Context: an optimization exercise on an open-source flow, tuned for small area, a short achievable clock period and few clock cycles per item. The choices shown serve that exercise and are no tape-out recipe. Function was not checked in any run shown here: the RTL went through the layout flow alone. Power is estimated from default activity; no workload was simulated.

==> flow/design.v, too long to show whole: its modules and the start of the top module <==
// module systolic_array_os: 2844 lines
// module sa_fa: 4 lines
// module sa_ha: 4 lines
// module sa_xor: 3 lines
// module sa_mux: 3 lines
// module sa_load: 3 lines
module systolic_array_os #(
  parameter  int N      = 4,
  parameter  int DATA_W = 8,
  parameter  int ACC_W  = 24,
  parameter  int MAX_K  = 64,
  localparam int KW     = $clog2(MAX_K + 1),
  localparam int IW     = (N > 1) ? $clog2(N) : 1
) (
  input  logic                clk,
  input  logic                reset_n,
  input  logic                start,
  input  logic [KW-1:0]       k_len,
  input  logic                in_valid,
  output logic                in_ready,
  input  logic [N*DATA_W-1:0] a_vec,
  input  logic [N*DATA_W-1:0] b_vec,
  output logic                out_valid,
  input  logic                out_ready,
  output logic [IW-1:0]       out_idx,
  output logic [N*ACC_W-1:0]  out_row,
  output logic                busy,
  output logic                done
);
  // ...
==> flow/flow/run.sh <==
#!/bin/bash
# The standard layout (standard.sh: the standard synthesis, floorplan, placement,
# CTS, routing) with three settings changed: the timing repair steps aim at a 6 ns
# setup margin (a 3 ns period) instead of the design's 9 ns period, they repair only
# the worst path (TNS_END_PERCENT=0), and the port buffers are buf_4 cells.
# Make's full output goes to standard.log; each ORFS step also keeps its own log under
# orfs/logs/.
set -euo pipefail
bash standard.sh SETUP_SLACK_MARGIN=6.0 TNS_END_PERCENT=0 \
  "BUFFER_PORTS_ARGS=-buffer_cell sky130_fd_sc_hd__buf_4" finish > standard.log 2>&1
==> flow/standard.sh <==
#!/bin/bash
# synth_recipe.tcl (not shown) runs the flow's synth.tcl, then flattens the netlist and writes it again
# the make line also repeats each setting of config.mk as NAME=value (left out here)
make -C /OpenROAD-flow-scripts/flow DESIGN_CONFIG=/design/flow/config.mk WORK_HOME=/design/flow/orfs CLKGATE_MAP_FILE= SYNTH_SCRIPT=/design/flow/synth_recipe.tcl "${@:-finish}"
==> flow/config.mk <==
export PLATFORM = sky130hd
export DESIGN_NAME = systolic_array_os
export DESIGN_NICKNAME = systolic_array_os
export VERILOG_FILES = /design/flow/design.v
export SDC_FILE = /design/flow/constraint.sdc
export NUM_CORES = 4
export LEC_CHECK = 0
export CAP_MARGIN = 20
export CORE_MARGIN = 2
export CORE_UTILIZATION = 40
export SLEW_MARGIN = 20
export SYNTH_HIERARCHICAL = 1
==> flow/constraint.sdc <==
create_clock -name core_clock -period 9.0 [get_ports {clk}]
set_input_delay 1.8000 -clock core_clock [delete_from_list [all_inputs] [get_ports {clk}]]
set_output_delay 1.8000 -clock core_clock [all_outputs]
set_load 0.01 [all_outputs]
==> notes.md, run 1 <==
post-synthesis adder-cell area fraction 29.7%; critical path depth 2; num rows 138; DP HPWL 104000 µm; WL/cell 22.1 µm; minimum clock period 3.16 ns; GR Overflow Total 0; top-count cell post-synth a22oi_1; Mapped Avg Cell Area 10.4 µm²; simple-gate share of the synthesized area 9.75%; area leader, netlist dfxtp_1; RSZ-0062 raised after global routing yes; Hold Crit Class register to register; mux cell area share after synthesis 0.256%; remaining antenna violation count 0; fin area 63500 µm²; initial drt markers 2953; post-synthesis cell type count 53; vias 40000; uppermost layer routed met5; xor/xnor share of the synthesized area 11.0%; filler cell count in the final layout 13300; Largest register FFs 240; GRT met1 Usage 32.3%; router iterations before antenna repair 5; worst hold margin 0.375 ns; biggest regs acc0 (240), acc1 (224), accu (112); status finished clean; Hold Buf Count CTS 0; clock network fraction of total power 13.8%; chip height 382 µm; DRC Markers 0; WS Path Type register to primary output; sequential power 7.54 mW; gr busiest metal met2
==> run 2, diff against run 1 <==
--- a/flow/design.v
+++ b/flow/design.v
@@ -75,29 +75,34 @@
       else if (take && last_row) ov_q <= 1'b0;
       if (take) row_q <= row_q + IW'(1);
       for (int j = 0; j < N; j++)
         if (start_acc) sel_q[j] <= N'(1) << j;
         else if (load) sel_q[j] <= {sel_q[j][N-2:0], sel_q[j][N-1]};
     end
   end
   logic [DATA_W-1:0]   a_q  [N];
+  logic [DATA_W-1:0]   b_q  [N];
   logic [DATA_W/2-1:0] b1_q [N];
   logic [DATA_W/2-1:0] b2_q [N];
   logic [DATA_W/2-1:0] bn_q [N];
   always_ff @(posedge clk) begin
-    for (int i = 0; i < N; i++) a_q[i] <= accept ? a_vec[i*DATA_W +: DATA_W] : '0;
+    for (int i = 0; i < N; i++) begin
+      a_q[i] <= accept ? a_vec[i*DATA_W +: DATA_W] : '0;
+      b_q[i] <= b_vec[i*DATA_W +: DATA_W];
+    end
+  end
+  always_comb begin
     for (int j = 0; j < N; j++)
       for (int k = 0; k < DATA_W/2; k++) begin
         logic [2:0] t;
-        t = {b_vec[j*DATA_W + 2*k + 1], b_vec[j*DATA_W + 2*k],
-             (k == 0) ? 1'b0 : b_vec[j*DATA_W + 2*k - 1]};
-        b1_q[j][k] <= t[1] ^ t[0];
-        b2_q[j][k] <= (t == 3'b011) || (t == 3'b100);
-        bn_q[j][k] <= t[2] && (t[1:0] != 2'b11);
+        t = {b_q[j][2*k + 1], b_q[j][2*k], (k == 0) ? 1'b0 : b_q[j][(k == 0) ? 0 : 2*k - 1]};
+        b1_q[j][k] = t[1] ^ t[0];
+        b2_q[j][k] = (t == 3'b011) || (t == 3'b100);
+        bn_q[j][k] = t[2] && (t[1:0] != 2'b11);
       end
   end
   logic [B-1:0]    acc0  [N][N];
   logic [B-1:0]    acc1  [N][N];
   logic [SW-B-1:0] accu  [N][N];
   logic [NCQ-1:0]  cq    [N][N];
   logic [B-1:0]    accn0 [N][N];
   logic [B-1:0]    accn1 [N][N];
@@ -233,23 +238,19 @@
     sa_xor u_x15 (.a(p[15]), .b(g37), .y(res[j][15]));
     sa_xor u_x16 (.a(p[16]), .b(g38), .y(res[j][16]));
     sa_xor u_x17 (.a(p[17]), .b(g39), .y(res[j][17]));
     sa_xor u_x18 (.a(p[18]), .b(g40), .y(res[j][18]));
     sa_xor u_x19 (.a(p[19]), .b(g41), .y(res[j][19]));
     sa_xor u_x20 (.a(p[20]), .b(g42), .y(res[j][20]));
     sa_xor u_x21 (.a(p[21]), .b(g43), .y(res[j][21]));
   end
-  logic [N-1:0] load_c;
-  for (genvar j = 0; j < N; j++) begin : g_load
-    sa_load u_ld (.ld(ld_q), .ov(ov_q), .rdy(out_ready), .nlast(!last_row), .y(load_c[j]));
-  end
   always_ff @(posedge clk) begin
     for (int j = 0; j < N; j++)
-      if (load_c[j]) out_q[j] <= res[j];
+      if (load) out_q[j] <= res[j];
   end
   always_comb begin
     for (int j = 0; j < N; j++) out_row[j*ACC_W +: ACC_W] = {{(ACC_W-SW){out_q[j][SW-1]}}, out_q[j]};
   end
   wire m00_w0 = (b1_q[0][0] & a_q[0][0]) ^ bn_q[0][0];
   wire m00_w1 = ((b1_q[0][0] & a_q[0][1]) | (b2_q[0][0] & a_q[0][0])) ^ bn_q[0][0];
   wire m00_w2 = ((b1_q[0][0] & a_q[0][2]) | (b2_q[0][0] & a_q[0][1])) ^ bn_q[0][0];
   wire m00_w3 = ((b1_q[0][0] & a_q[0][3]) | (b2_q[0][0] & a_q[0][2])) ^ bn_q[0][0];
@@ -2848,14 +2849,8 @@
 endmodule
 module sa_ha (input logic a, b, output logic s, co);
   assign s  = a ^ b;
   assign co = a & b;
 endmodule
 module sa_xor (input logic a, b, output logic y);
   assign y = a ^ b;
 endmodule
-module sa_mux (input logic a, b, s, output logic y);
-  assign y = s ? b : a;
-endmodule
-module sa_load (input logic ld, ov, rdy, nlast, output logic y);
-  assign y = ld || (ov && rdy && nlast);
-endmodule
==> notes.md, run 2 <==
status finished clean (unchanged); Area after DPL 60500 µm² (was 59900 µm²); crit end category primary output (unchanged); Starting Density 40.3% (about the same); fmax 0.304 GHz (was 0.316 GHz); sequential cell area 17000 µm² (was 17300 µm²); Largest register FFs 240 (unchanged); H-tree depth 3 (unchanged); Nets 6619 (was 6475); clock skew 0.0316 ns (was 0.0492 ns); worst slew pin tran 1.20 ns (was 1.14 ns); TritonCTS Buffers 97 (unchanged); max-cap violations 0 (unchanged); clk slew on worst S/H paths 0.06 ns (was 0.05 ns); maximum vdd ir drop 222 µV (was 223 µV); Placed Cells 7326 (was 7209); top cells by area, synth dfxtp_1, fa_1, a22oi_1 (unchanged); fin crit share 36.5% (was 35.2%); Worst-Skew Late Latency 0.72 ns (was 0.74 ns); post-synthesis cell type count 49 (was 53); dominant delay contributor by cell family on the critical path flip-flops (unchanged); area leader, netlist dfxtp_1 (unchanged); Final Hold Fails 0 (unchanged); Mapped Avg Cell Area 10.2 µm² (was 10.4 µm²); DRC Markers 0 (unchanged); area taken by multi-input logic gates 38300 µm² (was 37000 µm²); commonest non-fill, non-tap cell in the layout dfxtp_1 (was a22oi_1); Synth Flop Type dfxtp_1 (unchanged); CTS tree yes (unchanged); chip height 382 µm (about the same); RSZ-0062 raised after global routing yes (unchanged); WS Path Type register to primary output (unchanged); biggest regs acc0 (240), acc1 (224), accu (112) (unchanged); IO buf count 177 (unchanged); core area 142000 µm² (unchanged); Req. time, crit path 7.20 ns (about the same); EDFF count, synth 88 (unchanged); global placement routability congestion 0.811 (was 0.840); Max-slew headroom 20.2% (was 24.0%); Vias/cell 5.42 (was 5.41); vias 40900 (was 40000); top cells by count, synth dfxtp_1, fa_1, a22oi_1 (was a22oi_1, dfxtp_1, fa_1); Hold Crit Class register to register (unchanged); critical path buffer and inverter count 1 (was 2); largest net degree at the start of global routing 206 (unchanged); CP max-delay cell edfxtp_1 (was dfrtp_2); yosys warns 45 (was 43); Ports 178 (unchanged); vias in the first global route 42800 (was 42000); final WL 167000 µm (was 164000 µm); initial antenna violation count 3 (was 5); asr flop ratio synth 4.04% (was 3.96%); Root Driver clkbuf_16 (unchanged); Die ar. 146000 µm² (about the same); fin area 65100 µm² (was 63500 µm²); Post-Syn Area 57100 µm² (was 57200 µm²); filler cell count in the final layout 13100 (was 13300); CP Max Fanout 1 (was 2); minimum clock period 3.29 ns (was 3.16 ns); CP arrival 1.49 ns (was 1.36 ns); initial drt markers 3023 (was 2953); top cell type's share of synthesized area 23.5% (was 24.1%); Seq/Total Area, Yosys 29.6% (was 30.1%); Final Setup Violations 0 (unchanged); gr usage total 22.7% (was 22.6%); Pwr Density 460 nW/µm² (was 472 nW/µm²); most frequent cells in the layout dfxtp_1, fa_1, nor2b_1 (was a22oi_1, dfxtp_1, fa_1); # clock sinks 792 (was 808); GR Overflow Total 0 (unchanged); Biggest register acc0 (unchanged); static leakage 27.3 nW (was 26.8 nW); Synth-to-Final Area Change 14.0% (was 11.1%); Tot Pwr 30.0 mW (about the same); clk buf depth 3 (unchanged); num rows 138 (unchanged); WL/cell 22.1 µm (about the same); CP peak stage delay 0.56 ns (was 0.42 ns); die width 382 µm (about the same); remaining antenna violation count 0 (unchanged); router iterations before antenna repair 7 (was 5); worst hold margin 0.370 ns (was 0.375 ns); Non-Filler Instances 7547 (was 7398); first-pass GRT wire length 257000 µm (was 255000 µm); crit-path cells buf_6 (was buf_12 -> buf_6); post-synthesis register bit count 792 (was 808); Post-Synthesis Cells 5608 (was 5480); Slew Viols, Final 0 (unchanged); DP HPWL 103000 µm (was 104000 µm); Synthesized Nets 6655 (was 6527); Worst setup SP type register (unchanged); Sum Neg Setup Slack 0 ns (unchanged); layout cells sized above 1 13.0% (was 9.64%); top-count cell post-synth dfxtp_1 (was a22oi_1)
-- run 2: worst paths after layout --
path	from	end	slack, ns	cells past startpoint
min	wait_q	ld_q	0.37	0
max in group asynchronous	reset_n	sel_q[1][1]	7.59	1
max	out_q[3][20]	out_row[92]	5.71	1
min in group asynchronous	reset_n	kr_q[6]	1.03	1
min reg2reg	wait_q	ld_q	0.37	0
max reg2reg	b_q[2][1]	acc1[10][10]	5.74	9
-- run 2: per-layer routing --
layer	share of wire [%]	GRT usage (%)	up-vias	wire [µm]
met1	44	31.3	20600	73800
met3	7.1	4.42	314	11800
met4	2.7	6.42	4	4500
met2	46	36.3	1384	76600
li1	-	-	18600	-
met5	0.016	0	-	27
-- run 2: cell families after synthesis --
group                    share of synthesized area (%)
AO/OA/AOI/OAI                                     13.4
XOR/XNOR                                          9.43
adder cells (fa/ha/maj)                           29.7
buffers and inverters                             5.60
flip-flops                                        29.6
multiplexers                                     0.747
AND/OR/NAND/NOR                                   11.5
-- run 2: cell type report --
cell class              count  area share [%]
clock buffers             138            4.28
inverters                 399            2.35
repair buffers            287            4.07
multi-input cells        3995            58.8
flip-flops and latches    792            26.1
clock inverters            45           0.828
diodes                      1         0.00384
well taps                1890            3.63
-- run 2: power breakdown --
group / switching [mW] / total (mW) / internal [mW] / leakage (nW)
registers: 1.32 / 7.26 / 5.94 / 6.88
clock network: 1.71 / 4.12 / 2.40 / 1.62
logic: 9.77 / 18.6 / 8.82 / 18.8
total: 12.8 / 30.0 / 17.2 / 27.3
-- run 2: metrics by stage --
| step | setup WS, ns | utilization (%) |
|---|---|---|
| finish | 5.71 | 45.9 |
| global route | 5.66 | 45.9 |
| CTS | 5.66 | 45.5 |
| detailed placement | 4.90 | 42.7 |
| global placement | 4.93 | 42.7 |
| floorplan | 5.94 | - |
-- run 2: modules after synthesis, one instance, submodules excluded --
module             times used  cells  cell area [µm²]  flip-flops and latches
systolic_array_os           1   4820            42900                     792
sa_fa                     624      1             20.0                       0
sa_ha                      80      1             12.5                       0
sa_xor                     84      1             8.76                       0
-- run 2: what timing repair did --
action,4_1_cts,5_1_grt
resized for setup,44,97
gates cloned,2,5
hold buffers,0,0
endpoints found under the setup margin,567,532
pin swaps,4,10
buffers inserted,21,9

==> what the ideal ports hide <==
The flow's constraints put no driver on any port. The routed layouts listed below were extracted and timed again, unchanged, in two steps.
Step 1: set_driving_cell puts a clkbuf_16 on clk and a buf_2 on each other input, an assumption about the parent block.
Step 2 also shifts input and output timing later by t, the mid clock arrival at the registers, as if the neighbouring blocks saw the same clock.
Slacks: no drivers / after step 1 / after step 2; pairs: no drivers / after step 1.
run | shift t [ns] | setup slack, ns | worst hold slack (ns) | slew at the worst register clock pin (ns)
run 1 | 0.791 | 5.835 / 5.755 / 5.560 | 0.375 / 0.375 / 0.375 | 0.07 / 0.07
run 2 | 0.790 | 5.712 / 5.632 / 5.125 | 0.370 / 0.370 / 0.370 | 0.07 / 0.07
After both steps every run listed still meets setup and hold. For run 2, which loses most, drivers alone change the setup slack by -0.080 ns; drivers and shift together by -0.587 ns.
